What follows belongs to an exercise in optimizing a design on an open flow for small area; a production flow would make more cautious choices.
In this exercise RTL edits were held to simulation tests only and were not proved equivalent to the original.
Power figures rest on the tool's default switching activity, not on a simulated workload.

**flow/config.mk**
```make
export PLATFORM = sky130hd
export DESIGN_NAME = branch_predict_unit
export DESIGN_NICKNAME = branch_predict_unit
export VERILOG_FILES = /design/flow/design.v
export SDC_FILE = /design/flow/constraint.sdc
export NUM_CORES = 4
export LEC_CHECK = 0
export CAP_MARGIN = 20
export CORE_MARGIN = 2
export CORE_UTILIZATION = 60
export CTS_BUF_LIST = sky130_fd_sc_hd__clkbuf_8
export CTS_CLUSTER_SIZE = 20
export PLACE_DENSITY = 0.72
export SLEW_MARGIN = 20
```
**flow/design.v**
```verilog
module branch_predict_unit #(
  parameter int unsigned XLEN     = 32,
  parameter int unsigned ENTRIES  = 32,
  parameter logic [1:0]  CTR_INIT = 2'b01,
  parameter int unsigned PERF_W   = 32
) (
  input  logic              clk_i,
  input  logic              rst_ni,
  input  logic [XLEN-1:0]   fetch_pc_i,
  output logic              pred_taken_o,
  output logic [XLEN-1:0]   pred_target_o,
  input  logic              ex_valid_i,
  input  logic [XLEN-1:0]   ex_pc_i,
  input  logic              is_branch_i,
  input  logic              is_jal_i,
  input  logic              is_jalr_i,
  input  logic [2:0]        funct3_i,
  input  logic              zero_flag_i,
  input  logic              negative_flag_i,
  input  logic              overflow_flag_i,
  input  logic              carry_flag_i,
  input  logic [XLEN-1:0]   ex_target_i,
  input  logic              ex_pred_taken_i,
  input  logic [XLEN-1:0]   ex_pred_target_i,
  output logic              take_branch_o,
  output logic              mispredict_o,
  output logic [XLEN-1:0]   redirect_pc_o,
  output logic [PERF_W-1:0] branch_cnt_o,
  output logic [PERF_W-1:0] mispredict_cnt_o
);
  localparam int unsigned IDX_W = $clog2(ENTRIES);
  localparam int unsigned TAG_W = XLEN - IDX_W - 2;
  logic [ENTRIES-1:0] valid_q;
  logic [ENTRIES-1:0] jump_q;
  logic [TAG_W-1:0]   tag_q [ENTRIES];
  logic [XLEN-1:0]    tgt_q [ENTRIES];
  logic [1:0]         ctr_q [ENTRIES];
  logic unused_pc_bits;
  assign unused_pc_bits = ^{fetch_pc_i[1:0], ex_pc_i[1:0]};
  logic [IDX_W-1:0] f_idx;
  logic [TAG_W-1:0] f_tag;
  logic             f_hit;
  assign f_idx = fetch_pc_i[IDX_W+1:2];
  assign f_tag = fetch_pc_i[XLEN-1:IDX_W+2];
  logic [ENTRIES-1:0] f_sel;
  logic [TAG_W-1:0]   f_rtag;
  logic [XLEN-1:0]    f_rtgt;
  logic               f_rv, f_rp;
  always_comb begin
    f_rtag = '0; f_rtgt = '0; f_rv = 1'b0; f_rp = 1'b0;
    for (int i = 0; i < ENTRIES; i++) begin
      f_sel[i] = (f_idx == IDX_W'(i));
      f_rtag |= {TAG_W{f_sel[i]}} & tag_q[i];
      f_rtgt |= {XLEN{f_sel[i]}} & tgt_q[i];
      f_rv   |= f_sel[i] & valid_q[i];
      f_rp   |= f_sel[i] & (jump_q[i] | ctr_q[i][1]);
    end
  end
  assign f_hit = f_rv && (f_rtag == f_tag);
  assign pred_taken_o  = rst_ni && f_hit && f_rp;
  assign pred_target_o = f_rtgt;
  logic            slt;
  logic            sltu;
  logic            br_cond;
  logic            ctrl;
  logic            take;
  logic            mispredict;
  assign slt  = negative_flag_i ^ overflow_flag_i;
  assign sltu = ~carry_flag_i;
  always_comb begin
    br_cond = 1'b0;
    case (funct3_i)
      3'b000:  br_cond = zero_flag_i;
      3'b001:  br_cond = ~zero_flag_i;
      3'b100:  br_cond = slt;
      3'b101:  br_cond = ~slt;
      3'b110:  br_cond = sltu;
      3'b111:  br_cond = ~sltu;
      default: br_cond = 1'b0;
    endcase
  end
  assign ctrl = ex_valid_i && (is_branch_i || is_jal_i || is_jalr_i);
  assign take = ex_valid_i && (is_jal_i || is_jalr_i || (is_branch_i && br_cond));
  assign mispredict = ex_valid_i &&
                      ((ex_pred_taken_i != take) ||
                       (take && (ex_pred_target_i != ex_target_i)));
  assign take_branch_o = rst_ni && take;
  assign mispredict_o  = rst_ni && mispredict;
  assign redirect_pc_o = (rst_ni && mispredict) ?
                         (take ? ex_target_i : {ex_pc_i[XLEN-1:2] + 1'b1, ex_pc_i[1:0]}) : '0;
  logic [IDX_W-1:0] ex_idx;
  logic [TAG_W-1:0] ex_tag;
  logic             ex_hit;
  logic [1:0]       ex_ctr;
  logic             upd_take;
  logic             upd_dec;
  logic             upd_inv;
  logic [1:0]       ctr_new;
  assign ex_idx   = ex_pc_i[IDX_W+1:2];
  assign ex_tag   = ex_pc_i[XLEN-1:IDX_W+2];
  logic [ENTRIES-1:0] e_sel;
  logic [TAG_W-1:0]   e_rtag;
  logic               e_rv;
  always_comb begin
    e_rtag = '0; e_rv = 1'b0; ex_ctr = '0;
    for (int i = 0; i < ENTRIES; i++) begin
      e_sel[i] = (ex_idx == IDX_W'(i));
      e_rtag |= {TAG_W{e_sel[i]}} & tag_q[i];
      e_rv   |= e_sel[i] & valid_q[i];
      ex_ctr |= {2{e_sel[i]}} & ctr_q[i];
    end
  end
  assign ex_hit   = e_rv && (e_rtag == ex_tag);
  assign upd_take = take;
  assign upd_dec  = ctrl && !take && ex_hit;
  assign upd_inv  = ex_valid_i && !ctrl && ex_pred_taken_i && ex_hit;
  always_comb begin
    if (upd_take)
      ctr_new = !ex_hit ? 2'b10 : (ex_ctr == 2'b11) ? 2'b11 : ex_ctr + 2'b01;
    else
      ctr_new = (ex_ctr == 2'b00) ? 2'b00 : ex_ctr - 2'b01;
  end
  always_ff @(posedge clk_i or negedge rst_ni) begin
    if (!rst_ni) begin
      valid_q <= '0;
    end else begin
      if (upd_take)     valid_q[ex_idx] <= 1'b1;
      else if (upd_inv) valid_q[ex_idx] <= 1'b0;
    end
  end
  always_ff @(posedge clk_i) begin
    if (upd_take) begin
      tag_q[ex_idx]  <= ex_tag;
      tgt_q[ex_idx]  <= ex_target_i;
      jump_q[ex_idx] <= is_jal_i || is_jalr_i;
    end
    if (upd_take || upd_dec) ctr_q[ex_idx] <= ctr_new;
  end
  logic [PERF_W-1:0] br_cnt_q;
  logic [PERF_W-1:0] mp_cnt_q;
  always_ff @(posedge clk_i or negedge rst_ni) begin
    if (!rst_ni) begin
      br_cnt_q <= '0;
      mp_cnt_q <= '0;
    end else begin
      if (ctrl)       br_cnt_q <= br_cnt_q + PERF_W'(1);
      if (mispredict) mp_cnt_q <= mp_cnt_q + PERF_W'(1);
    end
  end
  assign branch_cnt_o     = br_cnt_q;
  assign mispredict_cnt_o = mp_cnt_q;
endmodule
```
**flow/run.sh**
```bash
#!/bin/bash
# synth_recipe.tcl (not shown) runs the flow's synth.tcl, then flattens the netlist and writes it again
# the make line also repeats each setting of config.mk as NAME=value (left out here)
make -C /OpenROAD-flow-scripts/flow DESIGN_CONFIG=/design/flow/config.mk WORK_HOME=/design/flow/orfs CLKGATE_MAP_FILE= SYNTH_SCRIPT=/design/flow/synth_recipe.tcl finish
```
**flow/constraint.sdc**
```tcl
create_clock -name core_clock -period 12.0 [get_ports {clk_i}]
set_input_delay 2.4000 -clock core_clock [delete_from_list [all_inputs] [get_ports {clk_i}]]
set_output_delay 2.4000 -clock core_clock [all_outputs]
set_load 0.01 [all_outputs]
```
==> impl_metrics.py, run 1 <==
metrics = {
    "global_route": {
        "grt_pass1_vias": 59880,
        "overflow": 0,
        "grt_first_pass_wirelength_um": 497400,
        "grt_max_degree": 71,
        "antenna_found_initial": 45,
        "grt_usage_pct": 52.62,
    },
    "logic_synthesis": {
        "synth_area_um2": 82650,
        "synthTopCellsByArea": "edfxtp_1, a22oi_1, dfrtp_1, nand2_1, mux2i_1",
        "ys_seq_area_share_pct": 72.67,
        "synth_top_area_share_pct": 69.76,
        "syn-num-nets": 5708,
        "ys_ff_latch": 2016,
        "synth_cell_types": 81,
        "synthArstFlopShare_pct": 4.762,
        "yosys.area.top_type": "edfxtp_1",
        "yosysWarningCount": 1,
        "netlist_instances": 5555,
        "syn-mean-instance-area_um2": 14.88,
        "ys.flop_type": "edfxtp_1",
        "synth_enable_flop_cells": 1920,
    },
    "floorplanning": {
        "chipHeight_um": 375.1,
        "num_rows": 136,
        "core_area_um2": 137200,
        "die_area_um2": 140700,
        "pin_count": 273,
        "floorplan.initialDensity_pct": 60.26,
        "die_w_um": 375.1,
    },
    "hold_path": {
        "min_path_cells": 1,
        "hp-class": "register to register",
        "hold_start": "mp_cnt_q[31]$_DFFE_PN0P_",
        "holdPathEnd": "mp_cnt_q[31]$_DFFE_PN0P_",
    },
    "setup_path": {
        "max_stage_delay_ps": 1270,
        "cp.arrival_ps": 9020,
        "cpMaxStageDelayCell": "nor2_4",
        "cp_num_cells": 15,
        "cp-start-kind": "input port",
        "crit_required_ps": 9600,
        "critPathBufInv": 5,
        "crit_family": "simple AND/OR/NAND/NOR gates",
        "crit_fanout": 22,
        "reg2reg_depth": 11,
        "cp_cell_sequence": "clkdlybuf4s50_1, nand2b_1, nor2_4, buf_4, a22oi_1, nand4_1, nor3_1, nand2_1, xor2_1, nor4_2, clkbuf_4, buf_4, nand4_1, nor4_1, clkdlybuf4s50_1",
        "r2r_setup_slack_ps": 7020,
        "worstReg2RegStart": "tag_q[24][1]$_DFFE_PP_",
        "path_class": "input port to output port",
        "timing.rr.end": "ctr_q[0][0]$_DFFE_PP_",
        "end_kind": "output port",
    },
    "finish": {
        "final_common_cell": "edfxtp_1",
        "fillCellCount": 9368,
        "multiInputGateArea_um2": 21570,
        "drive_gt1_share_pct": 13.95,
        "area_growth_pct": 15.41,
        "post-route-util_pct": 69.55,
        "regArea_um2": 60060,
        "final_nets": 6256,
        "final_cell_mix": "edfxtp_1, a22oi_1, nand2_1, clkbuf_8, buf_4",
    },
    "clocking": {
        "cts_resized": 0,
        "cts_setup_buffers": 0,
        "clock_path_buffers": 4,
        "hold_buffers": 0,
        "cts-root-buf": "clkbuf_8",
        "tritoncts.num_buffers": 335,
        "cts_sinks": 2016,
        "clkLatencyLatePin_ps": 1030,
        "clk_pin_slew_worst_paths_ps": 60,
        "cts_tree": "yes",
        "htreeDepth": 5,
    },
    "route": {
        "wl_per_cell_um": 46.01,
        "drcViolationCount": 0,
        "avgViaCountPerCell": 8.019,
        "drt_pass1_iterations": 13,
        "antenna_left": 0,
        "vias": 65530,
        "wl_um": 376000,
        "dr.first_iter.drc_count": 15760,
    },
    "timing": {
        "fin_crit_sh_pct": 95.16,
        "min_period_ps": 11420,
        "timing.final.max_slew_violations": 0,
        "skew_ps": 57.06,
        "maxSlewHeadroom_pct": 11.07,
        "rsz0062_at_grt": "false",
        "finalSetupViolCount": 0,
        "worst_pin_slew_ps": 1331,
        "fmax_mhz": 87.57,
        "setup_tns_ps": 0,
        "hold_viol": 0,
    },
    "power_and_ir_drop": {
        "p_leak_nw": 32.06,
        "ir_drop_uv": 157.2,
        "powerDensity_nw_per_um2": 153.1,
    },
    "flow_run": {
        "cap_violations": 0,
    },
    "placed_design": {
        "gp_congestion": 1.086,
        "io_buffers": 270,
        "dpl.hpwl_um": 216600,
    },
    "status": {
        "outcome": "complete, no violations",
    },
}
==> layer usage <==
layer / GRT usage, % / up-vias / share of wire (%)
li1: - / 23720 / -
met1: 66.05 / 31570 / 32
met2: 71.35 / 8042 / 40
met3: 26.68 / 2148 / 19
met4: 34.91 / 44 / 9.0
met5: 1.475 / - / 0.12
==> worst reg2reg max path: cells and delay by family (launching register included) <==
| kind | cells | cell delay, ps |
|---|---|---|
| DFF | 1 | 400 |
| and+or+nand+nor | 5 | 1790 |
| muxes | 1 | 180 |
| AOI/OAI and AO/OA | 3 | 1100 |
| xor gates and xnor gates | 1 | 860 |
| buffers and inverters | 1 | 250 |
==> flip-flops by register name, indices dropped and copies added, names as in the netlist, named ones only <==
register,flops
tag_q,800
ctr_q,64
br_cnt_q,32
jump_q,32
mp_cnt_q,32
tgt_q,1024
==> per-stage QoR <==
step / hold WS (ps) / instances / total power [W] / instance area, um2 / setup slack (ps)
floorplan: 484.5 / 5555 / 0.008449 / 82650 / 3832
global placement: 460.4 / 7555 / 0.009093 / 89330 / 1162
detailed placement: 461.3 / 7557 / 0.009105 / 89380 / 1134
CTS: 473.5 / 8129 / 0.01447 / 95230 / 1112
global route: 485.7 / 8140 / 0.01484 / 95310 / 976.4
finish: 470.1 / 8171 / 0.01460 / 95380 / 581.0
==> how the worst max path moves through the flow <==
stage | startpoint | to
detailed placement | fetch_pc_i[3] | pred_taken_o
finish | fetch_pc_i[3] | pred_taken_o
global placement | fetch_pc_i[3] | pred_taken_o
global route | fetch_pc_i[3] | pred_taken_o
CTS | fetch_pc_i[3] | pred_taken_o
floorplan | ex_pc_i[2] | tag_q[8][0]$_DFFE_PP_
==> cell type report <==
| type | count | area share [%] |
|---|---|---|
| clock buffer | 344 | 4.964 |
| clock inverter | 228 | 1.170 |
| timing repair buffer | 585 | 5.631 |
| tap | 1794 | 2.353 |
| sequential | 2016 | 62.96 |
| inverter | 52 | 0.2046 |
| multi-input combinational | 3113 | 22.61 |
| antenna | 39 | 0.1023 |
==> synthesized netlist by cell type, types with 83 or more instances <==
library cell / n
nor3_1: 91
a22oi_1: 1008
mux2i_1: 108
o21ai_0: 102
xnor2_1: 120
a22o_1: 83
edfxtp_1: 1920
nand2_1: 417
nand4_1: 171
nor2_1: 232
nand3_1: 111
clkbuf_1: 248
dfrtp_1: 96
==> logic make-up after synthesis <==
group / share of synthesized area (%)
AND/OR/NAND/NOR: 7.639
adder cells (fa/ha/maj): 0.1665
XOR/XNOR: 1.833
flip-flops: 72.67
buffers and inverters: 2.086
AO/OA/AOI/OAI: 13.69
multiplexers: 1.921
==> where the power goes <==
part	internal, W	switching [W]	total (W)
Combinational	0.000357	0.000809	0.00117
Sequential	0.00782	0.0000680	0.00788
Clock	0.00279	0.00276	0.00555
Total	0.0110	0.00364	0.0146
==> inputs of run 2 (changes only) <==
--- a/flow/config.mk
+++ b/flow/config.mk
@@ -9,6 +9,7 @@
 export CORE_MARGIN = 2
-export CORE_UTILIZATION = 60
-export CTS_BUF_LIST = sky130_fd_sc_hd__clkbuf_8
+export CORE_UTILIZATION = 55
+export CTS_BUF_LIST = sky130_fd_sc_hd__clkbuf_16
+export CTS_CLUSTER_DIAMETER = 60
 export CTS_CLUSTER_SIZE = 20
-export PLACE_DENSITY = 0.72
+export PLACE_DENSITY = 0.65
 export SLEW_MARGIN = 20
==> impl_metrics.py, run 2 <==
metrics = {
    "status": {
        "outcome": "complete, no violations",
    },
    "setup_path": {
        "cp-start-kind": "input port",
        "cp_cell_sequence": "clkdlybuf4s50_1, nand2b_1, nor2_4, buf_4, a22oi_1, nand2_1, nor4_1, nand2_1, xor2_1, nor4_1, nand3_1, nor4_1, buf_4, clkdlybuf4s50_1",
        "worstReg2RegStart": "tag_q[11][20]$_DFFE_PP_",
        "timing.rr.end": "ctr_q[8][0]$_DFFE_PP_",
        "cp.arrival_ps": 9170,
        "r2r_setup_slack_ps": 7000,
        "path_class": "input port to output port",
        "end_kind": "output port",
        "crit_top_cell": "nor4_1",
        "cp-startpoint": "fetch_pc_i[2]",
        "cpMaxStageDelayCell": "nor2_4",
        "crit_fanout": 18,
        "max_stage_delay_ps": 1240,
        "crit_required_ps": 9600,
        "reg2reg_depth": 10,
    },
    "timing": {
        "fin_crit_sh_pct": 96.43,
        "min_period_ps": 11570,
        "fmax_mhz": 86.42,
        "finalSetupViolCount": 0,
        "timing.final.max_slew_violations": 0,
        "rsz0062_at_grt": "false",
        "worst_pin_slew_ps": 1397,
        "setup_slack_ps": 428.2,
        "skew_ps": 34.81,
        "maxSlewHeadroom_pct": 6.644,
        "hold_viol": 0,
        "setup_tns_ps": 0,
    },
    "logic_synthesis": {
        "syn-num-nets": 5708,
        "synth_area_um2": 82650,
        "ys.flop_type": "edfxtp_1",
        "synthTopCellsByArea": "edfxtp_1, a22oi_1, dfrtp_1, nand2_1, mux2i_1",
        "synth_cell_types": 81,
        "ys_seq_area_share_pct": 72.67,
        "syn-mean-instance-area_um2": 14.88,
        "yosys.area.top_type": "edfxtp_1",
        "synthArstFlopShare_pct": 4.762,
        "netlist_instances": 5555,
        "ys_ff_latch": 2016,
        "synth_enable_flop_cells": 1920,
        "synth_top_area_share_pct": 69.76,
        "yosysMostFrequentCell": "edfxtp_1",
        "yosysWarningCount": 1,
        "yosys-top-cells-count": "edfxtp_1, a22oi_1, nand2_1",
    },
    "global_route": {
        "grt_usage_pct": 49.44,
        "grt_pass1_vias": 58300,
        "grt_first_pass_wirelength_um": 506300,
        "grt_max_degree": 82,
        "antenna_found_initial": 40,
        "overflow": 0,
    },
    "route": {
        "wl_met1_um": 126900,
        "wl_um": 383500,
        "dr.first_iter.drc_count": 14620,
        "drt_pass1_iterations": 13,
        "met2_length_um": 154700,
        "highest-signal-layer": "met5",
        "route.met3.wl_um": 69990,
        "antenna_left": 0,
        "wl_per_cell_um": 47.42,
        "drcViolationCount": 0,
        "avgViaCountPerCell": 7.953,
        "vias": 64320,
    },
    "power_and_ir_drop": {
        "p_int_w": 0.01068,
        "pwr-share-clk_pct": 36.5,
        "ir_drop_uv": 142.1,
        "switching_share_pct": 24.95,
        "pwr-share-seq_pct": 55.3,
        "combPwrFrac_pct": 8.2,
        "powerDensity_nw_per_um2": 150.2,
        "power.switching_w": 0.003550,
        "p_leak_nw": 31.15,
    },
    "placed_design": {
        "gp_congestion": 1.083,
        "place_ws_ps": 1126,
        "dp.cells": 7797,
        "io_buffers": 270,
        "dpl.hpwl_um": 225200,
    },
    "hold_path": {
        "hp-class": "register to register",
        "min_path_cells": 1,
        "hold_start": "br_cnt_q[31]$_DFFE_PN0P_",
        "holdPathEnd": "br_cnt_q[31]$_DFFE_PN0P_",
    },
    "clocking": {
        "hold_buffers": 0,
        "tritoncts.num_buffers": 150,
        "cts_resized": 0,
        "cts_sinks": 2016,
        "cts_setup_buffers": 0,
        "cts-root-buf": "clkbuf_16",
        "htreeDepth": 4,
        "clkLatencyLatePin_ps": 820,
        "clk_pin_slew_worst_paths_ps": 80,
        "clock_path_buffers": 3,
        "cts_tree": "yes",
    },
    "finish": {
        "layout.cells.non_filler": 8087,
        "post-route-util_pct": 63.35,
        "largest_reg_flops": 1024,
        "top_regs": "tgt_q: 1024 flops, tag_q: 800 flops, ctr_q: 64 flops",
        "area_growth_pct": 14.67,
        "top_register": "tgt_q",
        "regArea_um2": 60060,
        "final_cell_mix": "edfxtp_1, a22oi_1, nand2_1, buf_4, clkdlybuf4s50_1",
        "multiInputGateArea_um2": 21580,
        "drive_gt1_share_pct": 12.28,
        "fillCellCount": 11150,
        "final_nets": 6088,
        "final_common_cell": "edfxtp_1",
    },
    "floorplanning": {
        "core_area_um2": 149600,
        "num_rows": 142,
        "floorplan.initialDensity_pct": 55.25,
        "chipHeight_um": 391.6,
        "pin_count": 273,
        "die_area_um2": 153400,
        "die_w_um": 391.6,
    },
    "flow_run": {
        "cap_violations": 0,
    },
}
## run 2: cell counts after synthesis
Identical to the previous run, type by type.
## run 2: logic make-up (layout without fill, tap and decap cells)
logic type	count (synthesis)	after routing	share of synthesized area (%)
adder cells (fa/ha/maj)	11	11	0.1665
flip-flops	2016	2016	72.67
other	0	29	0
AO/OA/AOI/OAI	1521	1521	13.69
multiplexers	146	146	1.921
buffers and inverters	426	913	2.086
AND/OR/NAND/NOR	1262	1262	7.639
XOR/XNOR	173	173	1.833
## run 2: power by group through the flow
stage	combinational [W]	sequential (W)	clock [W]
after floorplan	0.000430	0.00802	0
after global placement	0.00109	0.00802	0
after detailed placement	0.00110	0.00802	0
after CTS	0.00110	0.00787	0.00516
after global routing	0.00117	0.00788	0.00541
final	0.00117	0.00787	0.00519
## run 2: stage by stage
stage | hold WS (ps) | power, W | area, um2
3_3_place_gp | 461.8 | 0.009115 | 89800
5_1_grt | 496.7 | 0.01447 | 94710
6_report | 471.9 | 0.01423 | 94770
3_5_place_dp | 465.9 | 0.009123 | 89830
2_1_floorplan | 484.5 | 0.008449 | 82650
4_1_cts | 476.8 | 0.01413 | 94680
## run 2: critical path, delay by kind of cell
| family | cells | cell delay, ps |
|---|---|---|
| AOI/OAI and AO/OA | 1 | 160 |
| and+or+nand+nor | 8 | 4330 |
| xor gates and xnor gates | 1 | 110 |
| buffers and inverters | 4 | 2080 |
## run 2: layout make-up
class                           count  share of cell area, %
Antenna cell                       29                0.07657
Clock buffer                      151                  3.987
Clock inverter                    108                  1.130
Inverter                           52                 0.2060
Multi-Input combinational cell   3113                  22.77
Sequential cell                  2016                  63.37
Tap cell                         2016                  2.662
Timing Repair Buffer              602                  5.796
## run 2: worst max path at each step
stage / end / cells after the start
floorplan: tag_q[8][0]$_DFFE_PP_ / 7
global placement: pred_taken_o / 14
detailed placement: pred_taken_o / 14
CTS: pred_taken_o / 14
global route: pred_taken_o / 15
finish: pred_taken_o / 14
## run 2: metal layers
| metal | up-vias | track usage [%] |
|---|---|---|
| met5 | - | 0.4147 |
| met3 | 1857 | 21.18 |
| met1 | 31800 | 64.97 |
| met4 | 36 | 31.36 |
| met2 | 7343 | 67.29 |
| li1 | 23290 | - |

re-timing with driven ports:
The results above use ideal ports. As a check the final layouts listed here were re-extracted and re-timed, cells and wires unchanged. Step 1, drivers: a clkbuf_16 drives clk_i and a buf_2 each remaining input, both assumed. Step 2 moves the port delays by t, midway between the first and last clock arrival at a register: inputs arrive t later, outputs are due t later. That takes back most of the time a late clock gives input paths. Slacks: no drivers / after step 1 / after step 2; pairs: no drivers / after step 1.
run | t (ns) | setup slack, ns | worst hold slack (ns) | worst setup path after step 2 | clock arrival spread, ns
run 1 | 1.099 | 0.581 / 0.554 / 0.554 | 0.470 / 0.470 / 0.470 | input to output | 0.070 / 0.071
run 2 | 0.885 | 0.428 / 0.386 / 0.386 | 0.472 / 0.472 / 0.472 | input to output | 0.043 / 0.044
After both steps every run listed still meets setup and hold. For run 2, which loses most, drivers alone change the setup slack by -0.042 ns; drivers and shift together by -0.042 ns.
